What follows belongs to an exercise in optimizing a design on an open flow for small area, a short achievable clock period and few clock cycles; a production flow would make more cautious choices. Where RTL was checked, it was by simulation tests only, not by an equivalence proof against the original. Power and IR drop assume default switching activity.

==> flow/design.v (excerpt) <==
module read_bmap_row #(
    parameter int DATA_WIDTH  = 32,
    parameter int ADDR_WIDTH  = 32,
    parameter int PIXEL_WIDTH = 16,
    parameter int PIPE_LEN    = 7     
) (
    input  logic                   aclk,
    input  logic                   areset,
    input  logic                   req,
    input  logic [ADDR_WIDTH-1:0]  fb_base_in,
    input  logic [31:0]            wmod_in,
    input  logic [31:0]            xcur_in,
    input  logic [31:0]            ycur_in,
    input  logic [31:0]            hdx_in,
    input  logic [31:0]            hdy_in,
    input  logic [31:0]            cnt_in,
    output logic                   mem_req,
    output logic                   mem_we,
    output logic [ADDR_WIDTH-1:0]  mem_addr,
    output logic [DATA_WIDTH-1:0]  mem_wdata,
    input  logic [DATA_WIDTH-1:0]  mem_rdata,
    input  logic                   mem_resp,
  ...
export LEC_CHECK = 0
export CAP_MARGIN = 20
export CORE_MARGIN = 2
export CORE_UTILIZATION = 65
export CTS_BUF_LIST = sky130_fd_sc_hd__clkbuf_8
export CTS_CLUSTER_DIAMETER = 60
export CTS_CLUSTER_SIZE = 16
export SETUP_SLACK_MARGIN = 4.5
export SLEW_MARGIN = 20
create_clock -name core_clock -period 8.0 [get_ports {aclk}]
standard.sh (not shown) runs the stock make flow with config.mk's settings and CLKGATE_MAP_FILE= SYNTH_SCRIPT=/design/flow/synth_recipe.tcl, a recipe that flattens the netlist after the stock synthesis.
==> flow/flow/run.sh <==
#!/bin/bash
# Standard layout, with the port buffers made of the smallest buffer cell.
cp standard.sh standard.sh.log.txt 2>/dev/null
export BUFFER_PORTS_ARGS="-buffer_cell sky130_fd_sc_hd__buf_1"
bash standard.sh > standard.log 2>&1
Testbench counts at the start, summed over its fixed seeds: cycles 30,202.
Edit:
--- a/flow/design.v
+++ b/flow/design.v
@@ -203,48 +203,49 @@
         end
     end
     always_ff @(posedge aclk) begin
         if (!r_busy) begin
             r_x    <= xcur_in;
             r_y    <= ycur_in;
             r_hdx  <= hdx_in;
             r_hdy  <= hdy_in;
             r_w    <= wmod_in;
-            r_p    <= fb_base_in;
             r_cnt  <= cnt_in;
             r_last <= (cnt_in == 32'd1);
             r_m    <= {1'b0, ycur_in[31:16]};
             r_mp   <= 1'b0;
         end else begin
             if (w_mul_any) begin
-                r_p  <= w_pnext;
                 r_r  <= {w_mul[29:0], 2'b00};
                 r_m  <= {{2{r_m[16]}}, r_m[16:2]};
                 r_mp <= r_m[1];
             end
             if (r_init || w_issue) begin
                 r_y    <= w_ysum[31:0];
                 r_fc   <= w_c;
                 r_fco  <= w_co;
                 r_dp   <= w_dp;
                 r_dm   <= w_dm;
                 r_fast <= w_dz || w_dp || w_dm;
             end
             if (w_issue) begin
                 r_x    <= w_xsum[31:0];
                 r_cnt  <= r_cnt - 32'd1;
                 r_last <= (r_cnt == 32'd2);
                 r_r    <= {2'b00, w_byte[31:2]};
-                if (r_fast) r_p <= w_pnext;
                 r_m    <= {r_fco, w_s};
                 r_mp   <= 1'b0;
             end
         end
+    end
+    always_ff @(posedge aclk) begin
+        if (!r_busy || w_mul_any || (w_issue && r_fast))
+            r_p <= r_busy ? w_pnext : fb_base_in;
     end
     always_ff @(posedge aclk) begin
         if (w_dig_on) begin
             r_sw1 <= !w_dig_r && (w_dig[1] ^ w_dig[0]);
             r_sr1 <=  w_dig_r && (w_dig[1] ^ w_dig[0]);
             r_sw2 <= !w_dig_r && ((w_dig[2] && !w_dig[1] && !w_dig[0]) || (!w_dig[2] && w_dig[1] && w_dig[0]));
             r_sr2 <=  w_dig_r && ((w_dig[2] && !w_dig[1] && !w_dig[0]) || (!w_dig[2] && w_dig[1] && w_dig[0]));
             r_inv <= w_dig[2] && !(w_dig[1] && w_dig[0]);
         end else begin
Effect: Clock skew fell by 8.0 ps; fmax came out lower by 1.3%; synthesized cell count drops by 4.1%; die area grows by 0.71%; setup slack is worse by 47 ps; sequential share of layout area climbs by 0.54 points; cell area came out higher by 1.4%; first-iteration DRC count goes down by 7.9%; total power increases by about 13%; routed wire length grows by about 2%; cell count drops by about 2.6%; via count came out lower by 0.95%.
The RTL of the second run of this note was laid out without a check of its function.

The RTL this note starts from:
==> flow/design.v <==
module read_bmap_row #(
    parameter int DATA_WIDTH  = 32,
    parameter int ADDR_WIDTH  = 32,
    parameter int PIXEL_WIDTH = 16,
    parameter int PIPE_LEN    = 7     
) (
    input  logic                   aclk,
    input  logic                   areset,
    input  logic                   req,
    input  logic [ADDR_WIDTH-1:0]  fb_base_in,
    input  logic [31:0]            wmod_in,
    input  logic [31:0]            xcur_in,
    input  logic [31:0]            ycur_in,
    input  logic [31:0]            hdx_in,
    input  logic [31:0]            hdy_in,
    input  logic [31:0]            cnt_in,
    output logic                   mem_req,
    output logic                   mem_we,
    output logic [ADDR_WIDTH-1:0]  mem_addr,
    output logic [DATA_WIDTH-1:0]  mem_wdata,
    input  logic [DATA_WIDTH-1:0]  mem_rdata,
    input  logic                   mem_resp,
    output logic [PIXEL_WIDTH-1:0] pixel,
    output logic                   pix_valid,
    input  logic                   pix_ready,
    output logic                   pix_last,
    output logic                   busy,
    output logic                   done
);
    localparam int AW = $clog2(PIPE_LEN);
    localparam int RN = PIPE_LEN - 1;        
    localparam int RW = $clog2(RN);
    logic        r_init;    
    logic        r_mac;     
    logic        r_slow;    
    logic        r_run;     
    logic        r_zero;    
    logic        r_drain;   
    logic        r_busy;
    logic        r_done;
    logic        r_mem_req;
    logic [31:0] r_x;       
    logic [31:0] r_y;       
    logic [31:0] r_hdx;
    logic [31:0] r_hdy;
    logic [31:0] r_w;       
    logic [31:0] r_p;       
    logic [31:0] r_r;       
    logic [31:0] r_cnt;     
    logic        r_last;    
    logic [16:0] r_m;       
    logic        r_mp;      
    logic        r_dp, r_dm;          
    logic        r_fast;              
    logic        r_fc, r_fco;         
    logic        r_sw1, r_sw2, r_sr1, r_sr2, r_inv;
    logic [PIXEL_WIDTH-1:0] r_od;     
    logic                   r_ov;     
    logic                   r_ol;     
    logic [PIXEL_WIDTH-1:0] r_dat [RN];
    logic [RW:0]            r_rp;     
    logic [RW:0]            r_hp;     
    logic [(1<<AW)-1:0]     r_up;
    logic [AW:0]            r_wp;     
    logic [AW:0]            r_rc;     
    logic [AW:0]            r_occ;    
    logic                   r_full;   
    function automatic logic [32:0] pfx_add32(input logic [31:0] a, input logic [31:0] b,
                                              input logic cin);
        logic [31:0] p, g, gg, pp, ng, np;
        p  = a ^ b;
        g  = a & b;
        gg = {g[31:1], g[0] | (p[0] & cin)};
        pp = p;
        for (int d = 1; d < 32; d = d * 2) begin
            ng = gg;
            np = pp;
            for (int i = d; i < 32; i++) begin
                ng[i] = gg[i] | (pp[i] & gg[i-d]);
                np[i] = pp[i] & pp[i-d];
            end
            gg = ng;
            pp = np;
        end
        pfx_add32 = {gg[31], p ^ {gg[30:0], cin}};
    endfunction
    logic [32:0] w_ysum;
    logic        w_c, w_co;
    logic        w_hz, w_hm, w_hp1;
    logic        w_dz, w_dp, w_dm;
    logic [16:0] w_yfs;
    logic        w_yones, w_yzero;
    assign w_ysum  = pfx_add32(r_y, r_hdy, 1'b0);
    assign w_co    = w_ysum[32];
    assign w_yfs   = {1'b0, r_y[15:0]} + {1'b0, r_hdy[15:0]};
    assign w_c     = w_yfs[16];
    assign w_hz    = (r_hdy[31:16] == 16'h0000);
    assign w_hm    = (r_hdy[31:16] == 16'hFFFF);
    assign w_hp1   = (r_hdy[31:16] == 16'h0001);
    assign w_yones = (r_y[31:16] == 16'hFFFF);
    assign w_yzero = (r_y[31:16] == 16'h0000);
    assign w_dz    = (w_hz && !w_c) || (w_hm && w_c);
    assign w_dp    = (w_hz && w_c && !w_yones) || (w_hp1 && !w_c && !w_yones);
    assign w_dm    = w_hm && !w_c && !w_yzero;
    logic w_issue, w_pop, w_mlast, w_mul_any, w_plast;
    assign w_issue   = r_run && (!r_full || w_pop);
    assign w_pop     = r_ov && pix_ready;
    assign w_plast   = r_ol;
    assign w_mul_any = r_init || r_mac || r_slow;
    assign w_mlast   = (r_m[16:1] == 16'h0000) || (r_m[16:1] == 16'hFFFF);
    logic [31:0] w_mul;
    logic [31:0] w_op;
    logic [31:0] w_pnext;
    assign w_mul   = r_mac ? r_r : r_w;
    assign w_op    = ({32{r_sw1}} & r_w) | ({32{r_sw2}} & {r_w[30:0], 1'b0})
                   | ({32{r_sr1}} & r_r) | ({32{r_sr2}} & {r_r[30:0], 1'b0});
    logic [32:0] w_psum;
    assign w_psum  = pfx_add32(r_p, w_op ^ {32{r_inv}}, r_inv);
    assign w_pnext = w_psum[31:0];
    logic [2:0] w_dig;
    logic       w_dig_r, w_dig_on;
    logic       w_ndp, w_ndm;
    assign w_ndp = (r_init || w_issue) ? w_dp : r_dp;
    assign w_ndm = (r_init || w_issue) ? w_dm : r_dm;
    always_comb begin
        w_dig_on = 1'b1;
        w_dig_r  = 1'b0;
        w_dig    = 3'b000;
        if (!r_busy) begin
            w_dig = {ycur_in[17:16], 1'b0};
        end else if (w_mul_any && !w_mlast) begin
            w_dig   = r_m[3:1];
            w_dig_r = 1'b1;
        end else if (w_issue && !r_last && !r_fast) begin
            w_dig = {r_hdy[17:16], r_fc};
        end else begin
            w_dig_on = 1'b0;
        end
    end
    logic [31:0] w_byte;
    logic [32:0] w_bsum, w_xsum;
    assign w_bsum = pfx_add32(r_p, {15'd0, r_x[31:16], 1'b0}, 1'b0);
    assign w_byte = w_bsum[31:0];
    assign w_xsum = pfx_add32(r_x, r_hdx, 1'b0);
    function automatic logic [RW:0] rinc(input logic [RW:0] p);
        rinc = (p[RW-1:0] == RW'(RN - 1)) ? {~p[RW], {RW{1'b0}}} : p + 1'b1;
    endfunction
    logic [PIXEL_WIDTH-1:0] w_half;
    logic w_rempty, w_resp_o, w_resp_ring, w_ring_o, w_ov_n, w_drain_n, w_ol_n;
    logic [RW:0] w_rp_n, w_hp_n;
    logic [AW:0] w_wp_n, w_rc_n, w_occ_n;
    assign w_half      = r_up[r_rc[AW-1:0]] ? mem_rdata[31:16] : mem_rdata[15:0];
    assign w_rempty    = (r_rp == r_hp);
    assign w_resp_o    = mem_resp && w_rempty && (!r_ov || w_pop);
    assign w_resp_ring = mem_resp && !w_resp_o;
    assign w_ring_o    = w_pop && !w_rempty;
    assign w_ov_n      = (r_ov && !w_pop) || w_ring_o || w_resp_o;
    assign w_rp_n      = w_resp_ring ? rinc(r_rp) : r_rp;
    assign w_hp_n      = w_ring_o ? rinc(r_hp) : r_hp;
    assign w_wp_n      = r_wp + {{AW{1'b0}}, w_issue};
    assign w_rc_n      = r_rc + {{AW{1'b0}}, mem_resp};
    assign w_occ_n     = r_occ + {{AW{1'b0}}, w_issue} - {{AW{1'b0}}, w_pop};
    assign w_drain_n   = (w_pop && r_ol) ? 1'b0 : (r_drain || (w_issue && r_last));
    assign w_ol_n      = w_ov_n && w_drain_n && (w_occ_n == (AW+1)'(1));
    always_ff @(posedge aclk) begin
        if (areset) begin
            r_init    <= 1'b0;
            r_mac     <= 1'b0;
            r_slow    <= 1'b0;
            r_run     <= 1'b0;
            r_zero    <= 1'b0;
            r_drain   <= 1'b0;
            r_ov      <= 1'b0;
            r_ol      <= 1'b0;
            r_rc      <= '0;
            r_occ     <= '0;
            r_busy    <= 1'b0;
            r_done    <= 1'b0;
            r_mem_req <= 1'b0;
            r_wp      <= '0;
            r_rp      <= '0;
            r_hp      <= '0;
            r_full    <= 1'b0;
        end else begin
            r_mem_req <= w_issue;
            r_wp      <= w_wp_n;
            r_rc      <= w_rc_n;
            r_rp      <= w_rp_n;
            r_hp      <= w_hp_n;
            r_occ     <= w_occ_n;
            r_full    <= (w_occ_n == (AW+1)'(PIPE_LEN));
            r_ov      <= w_ov_n;
            r_ol      <= w_ol_n;
            r_drain   <= w_drain_n;
            r_done    <= (w_pop && w_plast) || r_zero;
            if ((w_pop && w_plast) || r_zero) r_busy <= 1'b0;
            else if (req) r_busy <= 1'b1;
            r_init <= !r_busy && req && (cnt_in != 32'd0);
            r_zero <= !r_busy && req && (cnt_in == 32'd0);
            if (w_mul_any) begin
                r_mac <= !w_mlast;
                r_run <= w_mlast;
            end
            r_slow <= w_issue && !r_last && !r_fast;
            if (w_issue && (r_last || !r_fast)) r_run <= 1'b0;
        end
    end
    always_ff @(posedge aclk) begin
        if (!r_busy) begin
            r_x    <= xcur_in;
            r_y    <= ycur_in;
            r_hdx  <= hdx_in;
            r_hdy  <= hdy_in;
            r_w    <= wmod_in;
            r_p    <= fb_base_in;
            r_cnt  <= cnt_in;
            r_last <= (cnt_in == 32'd1);
            r_m    <= {1'b0, ycur_in[31:16]};
            r_mp   <= 1'b0;
        end else begin
            if (w_mul_any) begin
                r_p  <= w_pnext;
                r_r  <= {w_mul[29:0], 2'b00};
                r_m  <= {{2{r_m[16]}}, r_m[16:2]};
                r_mp <= r_m[1];
            end
            if (r_init || w_issue) begin
                r_y    <= w_ysum[31:0];
                r_fc   <= w_c;
                r_fco  <= w_co;
                r_dp   <= w_dp;
                r_dm   <= w_dm;
                r_fast <= w_dz || w_dp || w_dm;
            end
            if (w_issue) begin
                r_x    <= w_xsum[31:0];
                r_cnt  <= r_cnt - 32'd1;
                r_last <= (r_cnt == 32'd2);
                r_r    <= {2'b00, w_byte[31:2]};
                if (r_fast) r_p <= w_pnext;
                r_m    <= {r_fco, r_hdy[31:16]};
                r_mp   <= r_fc;
            end
        end
    end
    always_ff @(posedge aclk) begin
        if (w_dig_on) begin
            r_sw1 <= !w_dig_r && (w_dig[1] ^ w_dig[0]);
            r_sr1 <=  w_dig_r && (w_dig[1] ^ w_dig[0]);
            r_sw2 <= !w_dig_r && ((w_dig[2] && !w_dig[1] && !w_dig[0]) || (!w_dig[2] && w_dig[1] && w_dig[0]));
            r_sr2 <=  w_dig_r && ((w_dig[2] && !w_dig[1] && !w_dig[0]) || (!w_dig[2] && w_dig[1] && w_dig[0]));
            r_inv <= w_dig[2] && !(w_dig[1] && w_dig[0]);
        end else begin
            r_sw1 <= w_ndp || w_ndm;
            r_sr1 <= 1'b0;
            r_sw2 <= 1'b0;
            r_sr2 <= 1'b0;
            r_inv <= w_ndm;
        end
    end
    always_ff @(posedge aclk) begin
        if (w_issue) begin
            r_up[r_wp[AW-1:0]]  <= w_byte[1];
        end
        if (w_resp_ring) r_dat[r_rp[RW-1:0]] <= w_half;
        if (w_ring_o)    r_od <= r_dat[r_hp[RW-1:0]];
        else if (w_resp_o) r_od <= w_half;
    end
    assign mem_req   = r_mem_req;
    assign mem_addr  = {2'b00, r_r[29:0]};
    assign mem_we    = 1'b0;
    assign mem_wdata = '0;
    assign pixel     = r_od;
    assign pix_valid = r_ov;
    assign pix_last  = w_plast;
    assign busy      = r_busy;
    assign done      = r_done;
endmodule
clock: 8.0 ns
lec_check: 0
cap_margin: 20
core_margin: 2
core_utilization: 65
cts_buf_list: sky130_fd_sc_hd__clkbuf_8
cts_cluster_diameter: 60
cts_cluster_size: 16
setup_slack_margin: 4.5
slew_margin: 20
==> flow/flow/run.sh <==
#!/bin/bash
# Standard layout, with the port buffers made of the smallest buffer cell.
export BUFFER_PORTS_ARGS="-buffer_cell sky130_fd_sc_hd__buf_1"
bash standard.sh > standard.log 2>&1
==> next run, changes <==
--- a/flow/design.v
+++ b/flow/design.v
@@ -51,11 +51,12 @@
     logic [16:0] r_m;       
     logic        r_mp;      
     logic        r_dp, r_dm;          
     logic        r_fast;              
     logic        r_fc, r_fco;         
-    logic        r_sw1, r_sw2, r_sr1, r_sr2, r_inv;
+    logic [31:0] r_opx;
+    logic        r_inv;
     logic [PIXEL_WIDTH-1:0] r_od;     
     logic                   r_ov;     
     logic                   r_ol;     
     logic [PIXEL_WIDTH-1:0] r_dat [RN];
     logic [RW:0]            r_rp;     
@@ -107,17 +108,14 @@
     assign w_pop     = r_ov && pix_ready;
     assign w_plast   = r_ol;
     assign w_mul_any = r_init || r_mac || r_slow;
     assign w_mlast   = (r_m[16:1] == 16'h0000) || (r_m[16:1] == 16'hFFFF);
     logic [31:0] w_mul;
-    logic [31:0] w_op;
     logic [31:0] w_pnext;
     assign w_mul   = r_mac ? r_r : r_w;
-    assign w_op    = ({32{r_sw1}} & r_w) | ({32{r_sw2}} & {r_w[30:0], 1'b0})
-                   | ({32{r_sr1}} & r_r) | ({32{r_sr2}} & {r_r[30:0], 1'b0});
     logic [32:0] w_psum;
-    assign w_psum  = pfx_add32(r_p, w_op ^ {32{r_inv}}, r_inv);
+    assign w_psum  = pfx_add32(r_p, r_opx, r_inv);
     assign w_pnext = w_psum[31:0];
     logic [2:0] w_dig;
     logic       w_dig_r, w_dig_on;
     logic       w_ndp, w_ndm;
     assign w_ndp = (r_init || w_issue) ? w_dp : r_dp;
@@ -241,24 +239,19 @@
                 r_m    <= {r_fco, r_hdy[31:16]};
                 r_mp   <= r_fc;
             end
         end
     end
-    always_ff @(posedge aclk) begin
-        if (w_dig_on) begin
-            r_sw1 <= !w_dig_r && (w_dig[1] ^ w_dig[0]);
-            r_sr1 <=  w_dig_r && (w_dig[1] ^ w_dig[0]);
-            r_sw2 <= !w_dig_r && ((w_dig[2] && !w_dig[1] && !w_dig[0]) || (!w_dig[2] && w_dig[1] && w_dig[0]));
-            r_sr2 <=  w_dig_r && ((w_dig[2] && !w_dig[1] && !w_dig[0]) || (!w_dig[2] && w_dig[1] && w_dig[0]));
-            r_inv <= w_dig[2] && !(w_dig[1] && w_dig[0]);
-        end else begin
-            r_sw1 <= w_ndp || w_ndm;
-            r_sr1 <= 1'b0;
-            r_sw2 <= 1'b0;
-            r_sr2 <= 1'b0;
-            r_inv <= w_ndm;
-        end
+    logic        w_one, w_two, w_neg;
+    logic [31:0] w_base;
+    assign w_one  = w_dig_on ? (w_dig[1] ^ w_dig[0]) : (w_ndp || w_ndm);
+    assign w_two  = w_dig_on && ((w_dig[2] && !w_dig[1] && !w_dig[0]) || (!w_dig[2] && w_dig[1] && w_dig[0]));
+    assign w_neg  = w_dig_on ? (w_dig[2] && !(w_dig[1] && w_dig[0])) : w_ndm;
+    assign w_base = !r_busy ? wmod_in : (w_dig_r ? {w_mul[29:0], 2'b00} : r_w);
+    always_ff @(posedge aclk) begin
+        r_opx <= (({32{w_one}} & w_base) | ({32{w_two}} & {w_base[30:0], 1'b0})) ^ {32{w_neg}};
+        r_inv <= w_neg;
     end
     always_ff @(posedge aclk) begin
         if (w_issue) begin
             r_up[r_wp[AW-1:0]]  <= w_byte[1];
         end
=> Cell count rose slightly; global-route usage decreases by 0.35 points; clock-buffer cell count drops by 5; maximum frequency rose by a few percent; worst hold slack is better by 0.011 ns; worst setup slack improved by 0.20 ns; combinational power came out lower by a few percent; total power is higher slightly; wire length falls slightly; critical path depth drops by 15.
Testbench counts after the change, summed over its fixed seeds: cycles 30,202.
For the first run of this note, only the layout was checked, not whether the RTL still works.

[afterwards: timing with drivers on the ports]
The results above use ideal ports. As a check the final layouts listed here were re-extracted and re-timed, cells and wires unchanged.
Step 1 (the two cells are an assumption about what drives the block):
set clk [get_ports {aclk}]
set_driving_cell -lib_cell sky130_fd_sc_hd__clkbuf_16 $clk
set_driving_cell -lib_cell sky130_fd_sc_hd__buf_2 [delete_from_list [all_inputs] $clk]
Step 2 adds t to the input delays and takes it off the output delays; t is the mean of the earliest and latest rising clock arrival at the registers after step 1. Input paths then give back, and output paths get back, about the clock's delay inside the block.
Three values: ideal ports, drivers, drivers and shift; two values: the first two.
| run | t, ns | setup slack, ns | hold slack, ns | latest minus earliest clock arrival (ns) |
|---|---|---|---|---|
| the first run of note 1 | 0.675 | 4.432 / 4.432 / 3.958 | 0.469 / 0.469 / 0.469 | 0.024 / 0.024 |
| the second run of note 1 | 0.684 | 4.384 / 4.384 / 3.972 | 0.512 / 0.512 / 0.512 | 0.022 / 0.021 |
| the first run of note 2 | 0.667 | 4.424 / 4.424 / 4.073 | 0.422 / 0.422 / 0.422 | 0.032 / 0.032 |
| the second run of note 2 | 0.688 | 4.621 / 4.568 / 3.951 | 0.433 / 0.433 / 0.433 | 0.054 / 0.054 |
After both steps every run listed still meets setup and hold. The setup slack of the second run of note 2, which loses most, moves by -0.053 ns with the drivers and by -0.670 ns with both steps.
